This design comes from an exercise in tuning for small area and few clock cycles per item on the open sky130 flow, not from production work. The RTL was checked by simulation tests, not by an equivalence proof against the original design.

==> flow/design.v, too long to show whole: its modules and the start of the top module <==
// module bfa_cell: 10 lines
// module bpp_cell: 11 lines
// module bha_cell: 9 lines
// module cs_add33: 63 lines
// module bk_add33: 127 lines
// module cmult_conj_comb: 5657 lines
// module ibfu_pipe: 102 lines
module ibfu_pipe
#(
  parameter int W     = bfu_pkg::W_DEF,
  parameter int FRAC  = bfu_pkg::FRAC_DEF,
  parameter int SCALE = 1
) (
  input  logic         clk,
  input  logic         rst,
  input  logic         in_valid,
  output logic         in_ready,
  input  logic [W-1:0] a_r_in,
  input  logic [W-1:0] a_i_in,
  input  logic [W-1:0] b_r_in,
  input  logic [W-1:0] b_i_in,
  input  logic [W-1:0] tw_r,
  input  logic [W-1:0] tw_i,
  output logic         out_valid,
  input  logic         out_ready,
  output logic [W-1:0] a_r_out,
  output logic [W-1:0] a_i_out,
  output logic [W-1:0] b_r_out,
  output logic [W-1:0] b_i_out,
  output logic         ovf
);
  // ...
==> flow/flow/run.sh <==
#!/bin/bash
# The standard layout flow, with the port buffers made from the smallest
# buffer cell (sky130_fd_sc_hd__buf_1) instead of the one buffer_ports picks,
# and ORFS's power recovery (downsizing gates off the critical paths) after
# global routing.
set -e
export BUFFER_PORTS_ARGS="-buffer_cell sky130_fd_sc_hd__buf_1"
export RECOVER_POWER=100
cp standard.sh standard_sh.log
bash standard.sh > standard_flow.log 2>&1
==> flow/standard.sh <==
#!/bin/bash
# synth_recipe.tcl (not shown) runs the flow's synth.tcl, then flattens the netlist and writes it again
# the make line also repeats each setting of config.mk as NAME=value (left out here)
make -C /OpenROAD-flow-scripts/flow DESIGN_CONFIG=/design/flow/config.mk WORK_HOME=/design/flow/orfs CLKGATE_MAP_FILE= SYNTH_SCRIPT=/design/flow/synth_recipe.tcl "${@:-finish}"
==> flow/config.mk <==
export PLATFORM = sky130hd
export DESIGN_NAME = ibfu_pipe
export DESIGN_NICKNAME = ibfu_pipe
export VERILOG_FILES = /design/flow/design.v
export SDC_FILE = /design/flow/constraint.sdc
export NUM_CORES = 4
export LEC_CHECK = 0
export ABC_AREA = 1
export CAP_MARGIN = 5
export CORE_MARGIN = 2
export CORE_UTILIZATION = 65
export CTS_BUF_LIST = sky130_fd_sc_hd__clkbuf_8
export PLACE_DENSITY = 0.75
export SLEW_MARGIN = 5
export SYNTH_HIERARCHICAL = 1
==> flow/constraint.sdc <==
create_clock -name core_clock -period 10.0 [get_ports {clk}]
set_input_delay 2.0000 -clock core_clock [delete_from_list [all_inputs] [get_ports {clk}]]
set_output_delay 2.0000 -clock core_clock [all_outputs]
set_load 0.01 [all_outputs]
==> flow_summary.toml, run 1 <==
[run_status]
status = "complete, but fails checks"
so_faults = "max-capacitance violations, max-slew violations"

[layout]
mostFrequentLayoutCells = "fa_1 (1831), o22ai_1 (1556), xor2_1 (1172), inv_1 (584), xnor2_1 (558)"
clkbuf_count = 81
nMultiInputCombCells = 6651
final_util = 0.680
seq_share = 0.126
buffers = 605

[worst_setup_path]
cp_top_family = "adder cells"
worst-setup-path-type = "in -> reg"
r2r-start = "d_r_q[1]"
cp-start-kind = "input pin"

[timing]
maxSlewViolCount = 346
tightest_slew_ns = 4.36
fin_crit_sh = 0.946
skew_ns = 0.0680

[global_routing]
busiest_layer = "met2"
grt_pass1_wl_um = 470000

[clock_network]
tritoncts.num_buffers = 80
hold_buffers = 0

[placement]
dpl_cell_area_sq_um = 92100
globalplace.congestion = 1.09

[detailed_routing]
first_pass_iters = 8
drt-initial-drc-count = 9454
post_drt_wl_per_cell_um = 31.3
via_per_inst = 6.87

[flow_run]
maxCapViolations = 7
Testbench counts, summed over its fixed seeds: cycles 12,016, items 12,000.
==> run 2: changes to the inputs <==
==> flow/flow/run.sh (replaced) <==
#!/bin/bash
# The standard layout flow, with the port buffers made from the smallest
# buffer cell (sky130_fd_sc_hd__buf_1) instead of the one buffer_ports picks.
set -e
export BUFFER_PORTS_ARGS="-buffer_cell sky130_fd_sc_hd__buf_1"
cp standard.sh standard_sh.log
bash standard.sh > standard_flow.log 2>&1
==> flow_summary.toml, run 2 <==
[timing]
tightest_slew_ns = 1.30
hold_viol = 0
fin_crit_sh = 0.907
hold_slack_ns = 0.403
layout_min_cycle_time_ns = 9.07
max_slew_margin = 0.132
tns_ns = 0
setup_ws_ns = 0.934
skew_ns = 0.0745
setup_viol = 0
grt_setup_unrepaired = "false"
max_freq_mhz = 110
maxSlewViolCount = 0

[clock_network]
tritoncts.num_buffers = 80
clkTransAtPathRegs_ns = 0.07
postCtsResizedCells = 0
post-cts-setup-buffers = 0
cts_max_level = 3
clock_sinks = 394
clk-insertion-delay-late_ns = 0.83
cts.path.max_buffers = 3
cts_tree = "yes"
hold_buffers = 0
cts_root_buffer = "clkbuf_8"

[detailed_routing]
drt_wl_total_um = 319000
first_pass_iters = 10
drc_errors = 0
via_per_inst = 6.87
post_drt_wl_per_cell_um = 31.2
drt-initial-drc-count = 9190
vias = 70000
drtAntennaViolNets = 0

[global_routing]
grt_pass1_vias = 74300
grt_usage = 0.457
grt_pass1_wl_um = 470000
grt_max_degree = 62
grt.overflow.total = 0
antenna_found_initial = 33

[layout]
fin_area_sq_um = 93700
final_util = 0.682
drive_gt1_frac = 0.0656
mostFrequentLayoutCells = "fa_1 (1831), o22ai_1 (1556), xor2_1 (1172), inv_1 (580), xnor2_1 (558)"
reg_top3 = "dw_q (33), sd_q (33), sw_q (33)"
area_growth_pct = 3.95
final_common_cell = "fa_1"
nNetsFinal = 10800
final_cells = 10200

[worst_setup_path]
worst-setup-path-type = "in -> reg"
path_max_fanout = 18
cp.required_ns = 10.62
r2r-start = "d_r_q[15]"
cp-start-kind = "input pin"
startpoint = "tw_r[0]"
crit_path_end_kind = "flip-flop"
cp.arrival_ns = 9.69

[floorplan]
core_sq_um = 137000
rows = 136
dieArea_sq_um = 142000
io_pins = 327
die_w_um = 376
die_h_um = 376
start_util = 0.656

[placement]
dpl_cell_area_sq_um = 92100
portBuffers = 326
numPlacedInstances = 10000
place_ws_ns = 0.181
globalplace.congestion = 1.09
hpwlAfterDp_um = 259000

[worst_hold_path]
hp-start = "a1_i_q[18]"
hold_path_class = "reg -> reg"

[logic_synthesis]
synth_warnings = 8
synthCells = 8339
syn_area_sq_um = 90100
syn_avg_cell_area_sq_um = 10.8

[run_status]
status = "timing/DRC/antenna clean"

[flow_run]
maxCapViolations = 0
==> run 2: final timing paths <==
path                                   end  slack, ns  depth (start not counted)
worst max-delay path              sw_q[16]       0.93                         20
worst min register to register  a2_i_q[18]       0.40                          0
worst min-delay path            a2_i_q[18]       0.40                          0
worst max register to register   b_i_q[23]       1.09                         23
==> run 2: metal layers <==
layer  share of wire  vias to the layer above  global-route usage
met5         0.00083                        -             0.00549
met4            0.11                       28               0.379
met3            0.13                     1337               0.156
met2            0.41                     5373               0.648
met1            0.35                    34900               0.564
li1                -                    28300                   -
==> run 2: final cells by class <==
class / instances / area [sq um]
Multi-Input combinational cell: 6651 / 72500
Inverter: 591 / 2250
Tap cell: 1794 / 2240
Clock buffer: 81 / 1110
Sequential cell: 394 / 11800
Timing Repair Buffer: 605 / 3320
Clock inverter: 63 / 447
Antenna cell: 16 / 40.0
Fill cell: 10800 / 43800
==> run 2: critical path, cell delays in order <==
cell and delay, ns:
buf_1 0.14, fa_1 0.46, fa_1 0.39, fa_1 0.39, fa_1 0.55, fa_1 0.44, fa_1 0.39, fa_1 0.39
fa_1 0.38, fa_1 0.38, fa_1 0.49, fa_1 0.42, fa_1 0.41, fa_1 0.41, fa_1 0.42, fa_1 0.41
fa_1 0.76, inv_8 0.28, nand2_1 0.07, nand2_1 0.08
==> run 3: changes to the inputs <==
--- a/flow/config.mk
+++ b/flow/config.mk
@@ -12,2 +12,3 @@
 export CTS_BUF_LIST = sky130_fd_sc_hd__clkbuf_8
+export CTS_CLUSTER_SIZE = 20
 export PLACE_DENSITY = 0.75
==> flow_summary.toml, run 3 <==
[detailed_routing]
post_drt_wl_per_cell_um = 31.2
vias = 70000
drtAntennaViolNets = 0
via_per_inst = 6.87
drt_wl_total_um = 319000
drc_errors = 0
drt-initial-drc-count = 9190
first_pass_iters = 10

[global_routing]
antenna_found_initial = 33
grt_max_degree = 62
grt_usage = 0.457
grt.overflow.total = 0
grt_pass1_vias = 74300
grt_pass1_wl_um = 470000

[timing]
skew_ns = 0.0745
hold_viol = 0
layout_min_cycle_time_ns = 9.07
fin_crit_sh = 0.907
hold_slack_ns = 0.403
tns_ns = 0
maxSlewViolCount = 0
setup_viol = 0
setup_ws_ns = 0.934
grt_setup_unrepaired = "false"
tightest_slew_ns = 1.30
max_freq_mhz = 110
max_slew_margin = 0.132

[clock_network]
clk-insertion-delay-late_ns = 0.83
cts_root_buffer = "clkbuf_8"
postCtsResizedCells = 0
clock_sinks = 394
clkTransAtPathRegs_ns = 0.07
cts_tree = "yes"
tritoncts.num_buffers = 80
post-cts-setup-buffers = 0
cts.path.max_buffers = 3
hold_buffers = 0
cts_max_level = 3

[worst_setup_path]
cp.arrival_ns = 9.69
worst-setup-path-type = "in -> reg"
crit_path_end_kind = "flip-flop"
cp-start-kind = "input pin"
r2r_cells = 23
path_max_fanout = 18
cp.required_ns = 10.62
r2r_end = "b_i_q[23]"
ff2ff_setup_slack_ns = 1.09
r2r-start = "d_r_q[15]"

[placement]
hpwlAfterDp_um = 259000
place_ws_ns = 0.181
dpl_cell_area_sq_um = 92100
portBuffers = 326
globalplace.congestion = 1.09
numPlacedInstances = 10000

[logic_synthesis]
syn_avg_cell_area_sq_um = 10.8
syn_area_sq_um = 90100
synth_warnings = 8
synthCells = 8339

[floorplan]
die_w_um = 376
die_h_um = 376
io_pins = 327
core_sq_um = 137000
start_util = 0.656
dieArea_sq_um = 142000
rows = 136

[layout]
fin_area_sq_um = 93700
final_common_cell = "fa_1"
drive_gt1_frac = 0.0656
nNetsFinal = 10800
final_cells = 10200
final_util = 0.682
reg_top3 = "dw_q (33), sd_q (33), sw_q (33)"
fill_cells = 10800
area_growth_pct = 3.95
mostFrequentLayoutCells = "fa_1 (1831), o22ai_1 (1556), xor2_1 (1172), inv_1 (580), xnor2_1 (558)"

[worst_hold_path]
hold_depth = 0
hold_end = "a2_i_q[18]"
hp-start = "a1_i_q[18]"
hold_path_class = "reg -> reg"

[run_status]
status = "timing/DRC/antenna clean"

[flow_run]
maxCapViolations = 0
-- run 3: cell counts in the layout (fill, tap and decap cells not counted) --
Identical to the previous run, type by type.
-- run 3: worst max-delay path by stage --
stage	startpoint	to	cells after the start
after detailed placement	tw_r[0]	sw_q[27]	20
final	tw_r[0]	sw_q[16]	20
after global routing	d_r_q[1]	b_i_q[23]	29
after CTS	tw_r[0]	sw_q[16]	20
after floorplan	tw_i[0]	dw_q[20]	21
after global placement	tw_r[0]	sw_q[26]	20
-- run 3: critical path, stage by stage --
cell     delay, ns
buf_1         0.14
fa_1          0.46
fa_1          0.39
fa_1          0.39
fa_1          0.55
fa_1          0.44
fa_1          0.39
fa_1          0.39
fa_1          0.38
fa_1          0.38
fa_1          0.49
fa_1          0.42
fa_1          0.41
fa_1          0.41
fa_1          0.42
fa_1          0.41
fa_1          0.76
inv_8         0.28
nand2_1       0.07
nand2_1       0.08
-- run 3: layout make-up --
cell class / instances / area [sq um] / share of cell area
Antenna cell: 16 / 40.0 / 0.000427
Multi-Input combinational cell: 6651 / 72500 / 0.774
Inverter: 591 / 2250 / 0.0240
Sequential cell: 394 / 11800 / 0.126
Tap cell: 1794 / 2240 / 0.0240
Clock inverter: 63 / 447 / 0.00477
Timing Repair Buffer: 605 / 3320 / 0.0354
Clock buffer: 81 / 1110 / 0.0119
-- run 3: layer usage --
metal | GRT usage | routed length [um]
met5 | 0.00549 | 264
met2 | 0.648 | 132000
met4 | 0.379 | 33800
met1 | 0.564 | 110000
met3 | 0.156 | 42600
==> run 4: changes to the inputs <==
--- a/flow/config.mk
+++ b/flow/config.mk
@@ -12,3 +12,4 @@
 export CTS_BUF_LIST = sky130_fd_sc_hd__clkbuf_8
-export CTS_CLUSTER_SIZE = 20
+export CTS_CLUSTER_DIAMETER = 100
+export CTS_CLUSTER_SIZE = 15
 export PLACE_DENSITY = 0.75
==> flow_summary.toml, run 4 <==
[run_status]
status = "timing/DRC/antenna clean"

[timing]
setup_ws_ns = 0.903
layout_min_cycle_time_ns = 9.10
tns_ns = 0
hold_viol = 0
setup_viol = 0
max_freq_mhz = 110
maxSlewViolCount = 0
grt_setup_unrepaired = "false"
tightest_slew_ns = 1.34
skew_ns = 0.0782
fin_crit_sh = 0.910
max_slew_margin = 0.105

[clock_network]
cts.path.max_buffers = 3
hold_buffers = 0
clkTransAtPathRegs_ns = 0.11
tritoncts.num_buffers = 41
post-cts-setup-buffers = 0
cts_root_buffer = "clkbuf_8"
clock_sinks = 394
cts_max_level = 2
postCtsResizedCells = 0
cts_tree = "yes"
clk-insertion-delay-late_ns = 0.78

[global_routing]
grt.overflow.total = 0
grt_pass1_vias = 73700
grt_usage = 0.454
grt_max_degree = 62
antenna_found_initial = 34
grt_pass1_wl_um = 468000

[worst_setup_path]
cp-start-kind = "input pin"
cp.required_ns = 10.60
ff2ff_setup_slack_ns = 1.07
crit_path_end_kind = "flip-flop"
cp.arrival_ns = 9.70
worst-setup-path-type = "in -> reg"
path_max_fanout = 18
r2r_cells = 23
r2r-start = "d_r_q[15]"
startpoint = "tw_r[0]"

[layout]
mostFrequentLayoutCells = "fa_1 (1831), o22ai_1 (1556), xor2_1 (1172), inv_1 (573), xnor2_1 (558)"
fill_cells = 10800
reg_top3 = "dw_q (33), sd_q (33), sw_q (33)"
final_util = 0.676
drive_gt1_frac = 0.0599
area_growth_pct = 3.11
nNetsFinal = 10700
final_cells = 10100
final_common_cell = "fa_1"

[worst_hold_path]
hold_depth = 0
hold_path_class = "reg -> reg"
hp-start = "a1_i_q[14]"

[logic_synthesis]
syn_avg_cell_area_sq_um = 10.8
syn_area_sq_um = 90100
synth_warnings = 8
synthCells = 8339

[detailed_routing]
via_per_inst = 6.87
drt-initial-drc-count = 8944
drc_errors = 0
drtAntennaViolNets = 0
first_pass_iters = 8
vias = 69500
drt_wl_total_um = 317000
post_drt_wl_per_cell_um = 31.3

[floorplan]
die_h_um = 376
io_pins = 327
rows = 136
dieArea_sq_um = 142000
die_w_um = 376
core_sq_um = 137000
start_util = 0.656

[flow_run]
maxCapViolations = 0

[placement]
place_ws_ns = 0.181
hpwlAfterDp_um = 259000
numPlacedInstances = 10000
globalplace.congestion = 1.09
portBuffers = 326
==> run 4: final cells by class <==
| type | instances | area [sq um] | area share |
|---|---|---|---|
| flip-flops and latches | 394 | 11800 | 0.127 |
| multi-input cells | 6651 | 72500 | 0.780 |
| repair buffers | 605 | 3320 | 0.0357 |
| clock inverters | 22 | 229 | 0.00246 |
| well taps | 1794 | 2240 | 0.0242 |
| diodes | 20 | 50.0 | 0.000538 |
| clock buffers | 41 | 564 | 0.00607 |
| inverters | 591 | 2250 | 0.0242 |
==> run 4: per-layer routing <==
| metal | vias to the layer above | wire length [um] | GRT usage | share of wire |
|---|---|---|---|---|
| li1 | 28200 | - | - | - |
| met1 | 34700 | 109000 | 0.557 | 0.34 |
| met2 | 5242 | 131000 | 0.642 | 0.41 |
| met3 | 1323 | 42500 | 0.161 | 0.13 |
| met4 | 24 | 34300 | 0.379 | 0.11 |
| met5 | - | 241 | 0.00274 | 0.00076 |
==> run 4: path summary, 6_finish.rpt <==
path / to
max: sw_q[17]
max reg2reg: b_i_q[23]
min reg2reg: a2_i_q[14]
min: a2_i_q[14]
==> run 4: metrics by stage <==
stage,area [sq um],hold WS [ns]
6_report,92900,0.410
5_1_grt,92900,0.418
4_1_cts,92900,0.415
3_5_place_dp,92100,0.405
3_3_place_gp,92100,0.401
2_1_floorplan,90200,0.400
==> run 4: critical path, cell delays in order <==
cell     delay (ns)
buf_1          0.14
fa_1           0.46
fa_1           0.39
fa_1           0.39
fa_1           0.56
fa_1           0.44
fa_1           0.39
fa_1           0.38
fa_1           0.38
fa_1           0.38
fa_1           0.49
fa_1           0.42
fa_1           0.41
fa_1           0.40
fa_1           0.43
fa_1           0.41
fa_1           0.76
inv_8          0.27
nand2_1        0.08
nand2_1        0.07
==> run 5: changes to the inputs <==
--- a/flow/config.mk
+++ b/flow/config.mk
@@ -14,2 +14,3 @@
 export CTS_CLUSTER_SIZE = 15
+export GPL_TIMING_DRIVEN = 0
 export PLACE_DENSITY = 0.75
==> flow_summary.toml, run 5 <==
[placement]
place_ws_ns = 0.197
hpwlAfterDp_um = 277000
globalplace.congestion = 1.09
portBuffers = 326

[timing]
tightest_slew_ns = 1.25
maxSlewViolCount = 0
setup_viol = 0
fin_crit_sh = 0.959
skew_ns = 0.0566
hold_slack_ns = 0.421
max_slew_margin = 0.167
layout_min_cycle_time_ns = 9.59
tns_ns = 0
setup_ws_ns = 0.410
max_freq_mhz = 104
grt_setup_unrepaired = "false"
hold_viol = 0

[worst_setup_path]
cp_num_buf_inv = 3
cp.arrival_ns = 10.04
path_max_fanout = 10
cp.required_ns = 10.45
startpoint = "d_i_q[9]"
cp-start-kind = "flip-flop"
cp_slowest_cell = "fa_1"
crit_path_end_kind = "flip-flop"
worst-setup-path-type = "reg -> reg"
r2r-start = "d_i_q[9]"
cp_top_family = "adder cells"
cp_common_cell = "fa_1"
slowest_delay_ns = 0.62

[floorplan]
start_util = 0.656
die_w_um = 376
rows = 136
core_sq_um = 137000
dieArea_sq_um = 142000
die_h_um = 376
io_pins = 327

[clock_network]
cts_root_buffer = "clkbuf_8"
clkTransAtPathRegs_ns = 0.10
clk-insertion-delay-late_ns = 0.77
tritoncts.num_buffers = 39
postCtsResizedCells = 0
cts.path.max_buffers = 3
post-cts-setup-buffers = 0
cts_max_level = 2
clock_sinks = 394
cts_tree = "yes"
hold_buffers = 0

[worst_hold_path]
hold_path_class = "reg -> reg"
hp-start = "a1_r_q[24]"

[logic_synthesis]
syn_avg_cell_area_sq_um = 10.8
syn_area_sq_um = 90100
synthCells = 8339
synth_warnings = 8

[detailed_routing]
drc_errors = 0
via_per_inst = 6.73
first_pass_iters = 9
drtAntennaViolNets = 0
vias = 70900
drt-initial-drc-count = 9717
post_drt_wl_per_cell_um = 30.7
drt_wl_total_um = 323000

[layout]
drive_gt1_frac = 0.0934
mostFrequentLayoutCells = "fa_1 (1831), o22ai_1 (1556), xor2_1 (1172), inv_1 (571), xnor2_1 (557)"
reg_top3 = "dw_q (33), sd_q (33), sw_q (33)"
final_common_cell = "fa_1"
area_growth_pct = 4.97
nNetsFinal = 11200
fill_cells = 10700

[global_routing]
grt_usage = 0.460
grt_max_degree = 57
grt_pass1_wl_um = 470000
antenna_found_initial = 14
grt_pass1_vias = 73500
grt.overflow.total = 0

[run_status]
status = "timing/DRC/antenna clean"

[flow_run]
maxCapViolations = 0
run 5: changes by cell type in the layout (fill, tap and decap cells not counted), sizes merged:
cell	before	now
clkinvlp	6	1
inv	590	595
clkbuf	41	170
clkinv	15	12
buf	605	910
diode	20	14
bufinv	2	1
run 5: path summary, 6_finish.rpt:
kind | endpoint | slack, ns | cells past startpoint
max | b_r_q[23] | 0.41 | 27
min | a2_r_q[24] | 0.42 | 0
max reg2reg | b_r_q[23] | 0.41 | 27
min reg2reg | a2_r_q[24] | 0.42 | 0
run 5: layer usage:
metal  up-vias  part of all wire  wire length, um  track usage
li1      29100                 -                -            -
met1     35600              0.36           116000        0.587
met2      5174              0.42           135000        0.661
met3      1042              0.13            41900        0.149
met4         6             0.094            30400        0.336
met5         -           0.00015               50            0
run 5: metrics by stage:
| stage | instance area, sq um | cells | utilization |
|---|---|---|---|
| 6_report | 94600 | 10500 | 0.688 |
| 5_1_grt | 94600 | 10500 | 0.688 |
| 4_1_cts | 94600 | 10500 | 0.688 |
| 3_5_place_dp | 93800 | 10500 | 0.682 |
| 3_3_place_gp | 93600 | 10500 | 0.681 |
| 2_1_floorplan | 90200 | 8344 | - |
run 5: cell type report:
type | instances | area, sq um | area share
Multi-Input combinational cell | 6651 | 72500 | 0.766
Sequential cell | 394 | 11800 | 0.125
Buffer | 708 | 3660 | 0.0386
Inverter | 591 | 2250 | 0.0238
Tap cell | 1794 | 2240 | 0.0237
Timing Repair Buffer | 333 | 1400 | 0.0148
Clock buffer | 39 | 537 | 0.00567
Clock inverter | 18 | 218 | 0.00230
Antenna cell | 14 | 35.0 | 0.000370
==> run 6: changes to the inputs <==
--- a/flow/config.mk
+++ b/flow/config.mk
@@ -8,3 +8,3 @@
 export ABC_AREA = 1
-export CAP_MARGIN = 5
+export CAP_MARGIN = 10
 export CORE_MARGIN = 2
@@ -14,5 +14,6 @@
 export CTS_CLUSTER_SIZE = 15
+export GPL_ROUTABILITY_DRIVEN = 0
 export GPL_TIMING_DRIVEN = 0
 export PLACE_DENSITY = 0.75
-export SLEW_MARGIN = 5
+export SLEW_MARGIN = 10
 export SYNTH_HIERARCHICAL = 1
==> flow_summary.toml, run 6 <==
[worst_hold_path]
hp-start = "a1_r_q[9]"
hold_depth = 0
hold_path_class = "reg -> reg"

[worst_setup_path]
cp.arrival_ns = 9.81
worst-setup-path-type = "reg -> reg"
startpoint = "d_i_q[9]"
slowest_delay_ns = 0.61
r2r-start = "d_i_q[9]"
path_max_fanout = 10
cp_common_cell = "fa_1"
cp-start-kind = "flip-flop"
cp.required_ns = 10.41
crit_path_end_kind = "flip-flop"
r2r_cells = 27
cp_slowest_cell = "xnor2_1"

[timing]
max_freq_mhz = 106
fin_crit_sh = 0.940
tightest_slew_ns = 1.29
layout_min_cycle_time_ns = 9.40
skew_ns = 0.102
hold_slack_ns = 0.360
maxSlewViolCount = 0
setup_viol = 0
max_slew_margin = 0.131
setup_ws_ns = 0.603
grt_setup_unrepaired = "false"
hold_viol = 0

[floorplan]
start_util = 0.656
dieArea_sq_um = 142000
core_sq_um = 137000
die_w_um = 376
rows = 136
die_h_um = 376
io_pins = 327

[layout]
drive_gt1_frac = 0.0935
nNetsFinal = 11200
area_growth_pct = 4.97
reg_top3 = "dw_q (33), sd_q (33), sw_q (33)"
fin_area_sq_um = 94600
mostFrequentLayoutCells = "fa_1 (1831), o22ai_1 (1556), xor2_1 (1172), inv_1 (570), xnor2_1 (558)"
final_cells = 10500
final_common_cell = "fa_1"

[detailed_routing]
via_per_inst = 6.83
drtAntennaViolNets = 0
first_pass_iters = 7
drt-initial-drc-count = 11200
drt_wl_total_um = 306000
vias = 71900
drc_errors = 0
post_drt_wl_per_cell_um = 29.1

[global_routing]
grt_use_met3 = 0.132
grtUsageMet2 = 0.613
grt_pass1_wl_um = 454000
grt_pass1_vias = 74000
grt_usage = 0.438
grt_max_degree = 56
use_met1 = 0.557
grt.overflow.total = 0
busiest_layer = "met2"
antenna_found_initial = 23

[clock_network]
cts_tree = "yes"
tritoncts.num_buffers = 39
post-cts-setup-buffers = 0
hold_buffers = 0
cts.path.max_buffers = 3
clk-insertion-delay-late_ns = 0.79
cts_root_buffer = "clkbuf_8"
cts_max_level = 2
clock_sinks = 394
clkTransAtPathRegs_ns = 0.11
postCtsResizedCells = 0

[flow_run]
maxCapViolations = 0

[run_status]
status = "timing/DRC/antenna clean"

[placement]
numPlacedInstances = 10500
portBuffers = 326
hpwlAfterDp_um = 260000
place_ws_ns = 0.0272
dpl_cell_area_sq_um = 93900

[logic_synthesis]
synthCells = 8339
syn_avg_cell_area_sq_um = 10.8
synth_warnings = 8
syn_area_sq_um = 90100
[run 6: metal layers]
metal | routed length, um | up-vias
li1 | - | 29100
met1 | 105000 | 35400
met2 | 125000 | 6057
met3 | 41900 | 1374
met4 | 34300 | 22
met5 | 137 | -
[run 6: cell type report]
| type | instances | area, sq um |
|---|---|---|
| antenna | 6 | 15.0 |
| buffer | 708 | 3660 |
| clock buffer | 39 | 537 |
| clock inverter | 18 | 211 |
| fill | 10300 | 42900 |
| inverter | 591 | 2250 |
| multi-input combinational | 6651 | 72500 |
| sequential | 394 | 11800 |
| tap | 1794 | 2240 |
| timing repair buffer | 334 | 1430 |
[run 6: stage by stage]
stage,utilization,TNS (ns)
3_5_place_dp,0.683,0
2_1_floorplan,-,0
4_1_cts,0.688,0
6_report,0.688,0
3_3_place_gp,0.681,-44.15
5_1_grt,0.688,0
[run 6: path summary, 6_finish.rpt]
check	slack, ns	end
setup / recovery	0.60	b_r_q[25]
hold / removal	0.36	a2_r_q[9]
hold reg to reg	0.36	a2_r_q[9]
setup reg to reg	0.60	b_r_q[25]
[run 6: critical path, delay by kind of cell (launching register included)]
| family | cells | cell delay (ns) |
|---|---|---|
| xor+xnor | 1 | 0.61 |
| fa+ha+maj | 10 | 4.72 |
| flops | 1 | 0.55 |
| simple gates | 10 | 1.44 |
| compound gates | 2 | 0.54 |
| buf+inv | 4 | 1.14 |
==> run 7: changes to the inputs <==
==> flow/config.mk (replaced) <==
export PLATFORM = sky130hd
export DESIGN_NAME = ibfu_pipe
export DESIGN_NICKNAME = ibfu_pipe
export VERILOG_FILES = /design/flow/design.v
export SDC_FILE = /design/flow/constraint.sdc
export NUM_CORES = 4
export LEC_CHECK = 0
export ABC_AREA = 1
export CAP_MARGIN = 5
export CORE_MARGIN = 2
export CORE_UTILIZATION = 65
export CTS_BUF_LIST = sky130_fd_sc_hd__clkbuf_16
export CTS_CLUSTER_DIAMETER = 100
export CTS_CLUSTER_SIZE = 22
export PLACE_DENSITY = 0.75
export SLEW_MARGIN = 5
export SYNTH_HIERARCHICAL = 1
==> flow_summary.toml, run 7 <==
[clock_network]
clk-insertion-delay-late_ns = 0.64
cts_tree = "yes"
post-cts-setup-buffers = 0
hold_buffers = 0
cts.path.max_buffers = 3
cts_root_buffer = "clkbuf_16"
tritoncts.num_buffers = 36
clock_sinks = 394
postCtsResizedCells = 0
clkTransAtPathRegs_ns = 0.09
cts_max_level = 2

[global_routing]
grt_pass1_vias = 73700
grt.overflow.total = 0
grt_usage = 0.454
grt_pass1_wl_um = 468000
antenna_found_initial = 38
grt_max_degree = 62

[worst_setup_path]
worst-setup-path-type = "in -> reg"
r2r-start = "d_r_q[15]"
cp.required_ns = 10.51
cp-start-kind = "input pin"
r2r_end = "b_i_q[23]"
path_max_fanout = 18
crit_path_end_kind = "flip-flop"
r2r_cells = 23
ff2ff_setup_slack_ns = 1.04
cp.arrival_ns = 9.75

[logic_synthesis]
synth_warnings = 8
syn_area_sq_um = 90100
syn_avg_cell_area_sq_um = 10.8
synthCells = 8339

[detailed_routing]
first_pass_iters = 9
drtAntennaViolNets = 0
drt-initial-drc-count = 9026
vias = 69700
drc_errors = 0
via_per_inst = 6.90
drt_wl_total_um = 317000
post_drt_wl_per_cell_um = 31.4

[floorplan]
dieArea_sq_um = 142000
io_pins = 327
die_w_um = 376
start_util = 0.656
rows = 136
core_sq_um = 137000
die_h_um = 376

[placement]
globalplace.congestion = 1.09
place_ws_ns = 0.181
hpwlAfterDp_um = 259000
portBuffers = 326

[layout]
fill_cells = 10800
mostFrequentLayoutCells = "fa_1 (1831), o22ai_1 (1556), xor2_1 (1172), inv_1 (571), xnor2_1 (558)"
final_common_cell = "fa_1"
area_growth_pct = 3.57
drive_gt1_frac = 0.0596
reg_top3 = "dw_q (33), sd_q (33), sw_q (33)"
nNetsFinal = 10700
final_util = 0.679

[timing]
maxSlewViolCount = 0
fin_crit_sh = 0.924
setup_ws_ns = 0.758
hold_viol = 0
setup_viol = 0
layout_min_cycle_time_ns = 9.24
grt_setup_unrepaired = "false"
skew_ns = 0.0322
max_freq_mhz = 108
tns_ns = 0
max_slew_margin = 0.132
tightest_slew_ns = 1.29

[run_status]
status = "timing/DRC/antenna clean"

[worst_hold_path]
hold_path_class = "reg -> reg"
hp-start = "a1_i_q[18]"
hold_depth = 0
hold_end = "a2_i_q[18]"

[flow_run]
maxCapViolations = 0
[run 7: layout make-up]
class	instances	area, sq um	area share
Clock buffer	37	926	0.00992
Timing Repair Buffer	605	3320	0.0355
Tap cell	1794	2240	0.0240
Inverter	591	2250	0.0241
Antenna cell	18	45.0	0.000482
Multi-Input combinational cell	6651	72500	0.776
Clock inverter	21	289	0.00310
Sequential cell	394	11800	0.126
[run 7: worst max path at each step]
| stage | from | endpoint | slack (ns) | depth (start not counted) |
|---|---|---|---|---|
| 4_1_cts | tw_r[0] | sw_q[16] | 0.87 | 20 |
| 5_1_grt | tw_r[0] | sw_q[27] | 0.60 | 20 |
| 3_3_place_gp | tw_r[0] | sw_q[26] | 0.33 | 20 |
| 2_1_floorplan | tw_i[0] | dw_q[20] | 1.24 | 21 |
| 6_report | tw_r[0] | sw_q[16] | 0.76 | 20 |
| 3_5_place_dp | tw_r[0] | sw_q[27] | 0.18 | 20 |
[run 7: per-layer routing]
metal / GRT usage / vias to the layer above / wire, um
met5: 0.00789 / - / 334
met4: 0.378 / 30 / 34100
met3: 0.153 / 1351 / 42200
met2: 0.644 / 5329 / 131000
met1: 0.562 / 34800 / 109000
li1: - / 28200 / -
[run 7: through the flow]
step                hold WS [ns]  area [sq um]  std cells
floorplan                  0.400         90200       8344
global placement           0.401         92100      10000
detailed placement         0.405         92100      10000
CTS                        0.424         93300      10100
global route               0.434         93300      10100
finish                     0.425         93400      10100
[run 7: worst max-delay path, stage by stage]
cell and delay, ns:
buf_1 0.14, fa_1 0.46, fa_1 0.39, fa_1 0.39
fa_1 0.55, fa_1 0.44, fa_1 0.39, fa_1 0.38
fa_1 0.38, fa_1 0.39, fa_1 0.50, fa_1 0.42
fa_1 0.41, fa_1 0.41, fa_1 0.44, fa_1 0.41
fa_1 0.76, inv_8 0.28, nand2_1 0.07, nand2_1 0.09
==> run 8: changes to the inputs <==
--- a/flow/config.mk
+++ b/flow/config.mk
@@ -10,7 +10,7 @@
 export CORE_MARGIN = 2
-export CORE_UTILIZATION = 65
-export CTS_BUF_LIST = sky130_fd_sc_hd__clkbuf_16
+export CORE_UTILIZATION = 70
+export CTS_BUF_LIST = sky130_fd_sc_hd__clkbuf_8
 export CTS_CLUSTER_DIAMETER = 100
-export CTS_CLUSTER_SIZE = 22
-export PLACE_DENSITY = 0.75
+export CTS_CLUSTER_SIZE = 15
+export PLACE_DENSITY = 0.8
 export SLEW_MARGIN = 5
==> flow_summary.toml, run 8 <==
[run_status]
status = "complete, but fails checks"
so_faults = "max-capacitance violations, max-slew violations"

[placement]
globalplace.congestion = 1.12
portBuffers = 326
place_ws_ns = 0.318
hpwlAfterDp_um = 258000
dpl_cell_area_sq_um = 91900

[global_routing]
grt_usage = 0.489
antenna_found_initial = 32
grt_pass1_wl_um = 468000
grt_max_degree = 100
grt.overflow.total = 0
grt_pass1_vias = 74300

[worst_setup_path]
worst-setup-path-type = "in -> reg"
cp.arrival_ns = 9.56
cp.required_ns = 10.56
critPathCapture = "dw_q[18]"
path_max_fanout = 18
crit_path_end_kind = "flip-flop"
r2r_end = "b_i_q[27]"
r2r_cells = 28
cp_common_cell = "fa_1"
cp_slowest_cell = "fa_1"
worstPathCellList = "buf_1, inv_1, fa_1, fa_1, fa_1, fa_1, fa_1, fa_1, fa_1, fa_1, fa_1, fa_1, fa_1, fa_1, fa_1, fa_1, fa_1, fa_1, inv_8, nand2_1, nand2_1"
cp-start-kind = "input pin"
slowest_delay_ns = 0.71
ff2ff_setup_slack_ns = 1.23
r2r-start = "d_r_q[15]"
startpoint = "tw_i[0]"

[detailed_routing]
drt-initial-drc-count = 9770
first_pass_iters = 8
drt_wl_total_um = 318000
vias = 71000
post_drt_wl_per_cell_um = 31.9
drc_errors = 0
via_per_inst = 7.12
drtAntennaViolNets = 0

[floorplan]
rows = 131
dieArea_sq_um = 132000
die_w_um = 363
io_pins = 327
start_util = 0.706
die_h_um = 363
core_sq_um = 128000

[clock_network]
clkTransAtPathRegs_ns = 0.11
cts_tree = "yes"
clk-insertion-delay-late_ns = 0.75
post-cts-setup-buffers = 0
cts_max_level = 2
tritoncts.num_buffers = 38
hold_buffers = 0
postCtsResizedCells = 0
clock_sinks = 394
cts.path.max_buffers = 3
cts_root_buffer = "clkbuf_8"

[layout]
mostFrequentLayoutCells = "fa_1 (1831), o22ai_1 (1556), xor2_1 (1172), inv_1 (570), xnor2_1 (558)"
final_common_cell = "fa_1"
area_growth_pct = 2.78
drive_gt1_frac = 0.0586
fin_area_sq_um = 92600
nNetsFinal = 10700
reg_top3 = "dw_q (33), sd_q (33), sw_q (33)"

[timing]
tns_ns = 0
max_slew_margin = -0.0439
skew_ns = 0.0662
layout_min_cycle_time_ns = 9.00
tightest_slew_ns = 1.55
hold_viol = 0
setup_viol = 0
maxSlewViolCount = 7
fin_crit_sh = 0.900
max_freq_mhz = 111
grt_setup_unrepaired = "false"
setup_ws_ns = 0.997

[worst_hold_path]
hold_depth = 0
hold_path_class = "reg -> reg"

[logic_synthesis]
synthCells = 8339
syn_avg_cell_area_sq_um = 10.8
syn_area_sq_um = 90100
synth_warnings = 8

[flow_run]
maxCapViolations = 1
==> run 8: stage by stage <==
| step | cells | hold WS, ns | util |
|---|---|---|---|
| 2_1_floorplan | 8344 | 0.400 | - |
| 3_3_place_gp | 9897 | 0.400 | 0.720 |
| 3_5_place_dp | 9897 | 0.405 | 0.720 |
| 4_1_cts | 9954 | 0.413 | 0.725 |
| 5_1_grt | 9967 | 0.428 | 0.725 |
| 6_report | 9972 | 0.414 | 0.726 |
==> run 8: final cells by class <==
type,count,area (sq um)
inverters,591,2250
clock inverters,19,159
well taps,1662,2080
fillers,9242,35000
clock buffers,38,523
repair buffers,600,3290
multi-input cells,6651,72500
diodes,17,42.5
flip-flops and latches,394,11800
==> run 8: worst min path at each step <==
stage                           from         end  slack [ns]
after detailed placement  a1_i_q[22]  a2_i_q[22]        0.40
after global placement     a1_i_q[2]   a2_i_q[2]        0.40
final                      a1_i_q[5]   a2_i_q[5]        0.41
after floorplan            a1_i_q[0]   a2_i_q[0]        0.40
after global routing       a1_i_q[5]   a2_i_q[5]        0.43
after CTS                  a1_i_q[5]   a2_i_q[5]        0.41
==> run 8: metal layers <==
layer | share of wire | global-route usage | vias to the layer above | routed length [um]
met2 | 0.41 | 0.694 | 6075 | 132000
met4 | 0.11 | 0.421 | 22 | 36300
met5 | 0.00046 | 0 | - | 146
met3 | 0.14 | 0.170 | 1579 | 44400
met1 | 0.33 | 0.596 | 35100 | 106000
li1 | - | - | 28200 | -
==> run 8: worst max-delay path: cells and delay by family <==
kind                     cells  cell delay (ns)
adder cells (fa/ha/maj)     16             6.97
AND/OR/NAND/NOR              2             0.15
buffers and inverters        3             0.45

re-timing with driven ports:
The results above use ideal ports. As a check the final layouts listed here were re-extracted and re-timed, cells and wires unchanged.
Step 1 sets driving cells, clkbuf_16 on the clock port and buf_2 on the other inputs (assumed; they add their load-dependent delay and slew).
Step 2, shift: input delay + t, output delay - t, t = (earliest + latest rising clock arrival at the registers) / 2. This alone moves slack from input paths to output paths.
a / b / c = no drivers / after step 1 / after step 2; a / b = the first two.
run | shift t [ns] | slack for setup (ns) | latest minus earliest clock arrival (ns)
run 1 | 0.875 | 0.541 / 0.598 / -0.277 | 0.069 / 0.068
run 2 | 0.873 | 0.934 / 0.996 / 0.122 | 0.075 / 0.075
run 3 | 0.873 | 0.934 / 0.996 / 0.122 | 0.075 / 0.075
run 4 | 0.826 | 0.903 / 0.968 / 0.142 | 0.085 / 0.086
run 5 | 0.833 | 0.410 / 0.410 / 0.223 | 0.057 / 0.057
run 6 | 0.833 | 0.603 / 0.603 / -0.003 | 0.106 / 0.105
run 7 | 0.712 | 0.758 / 0.825 / 0.114 | 0.038 / 0.037
run 8 | 0.800 | 0.997 / 1.060 / 0.260 | 0.069 / 0.069
The setup slack of run 1, which loses most, moves by +0.057 ns with the drivers and by -0.818 ns with both steps.
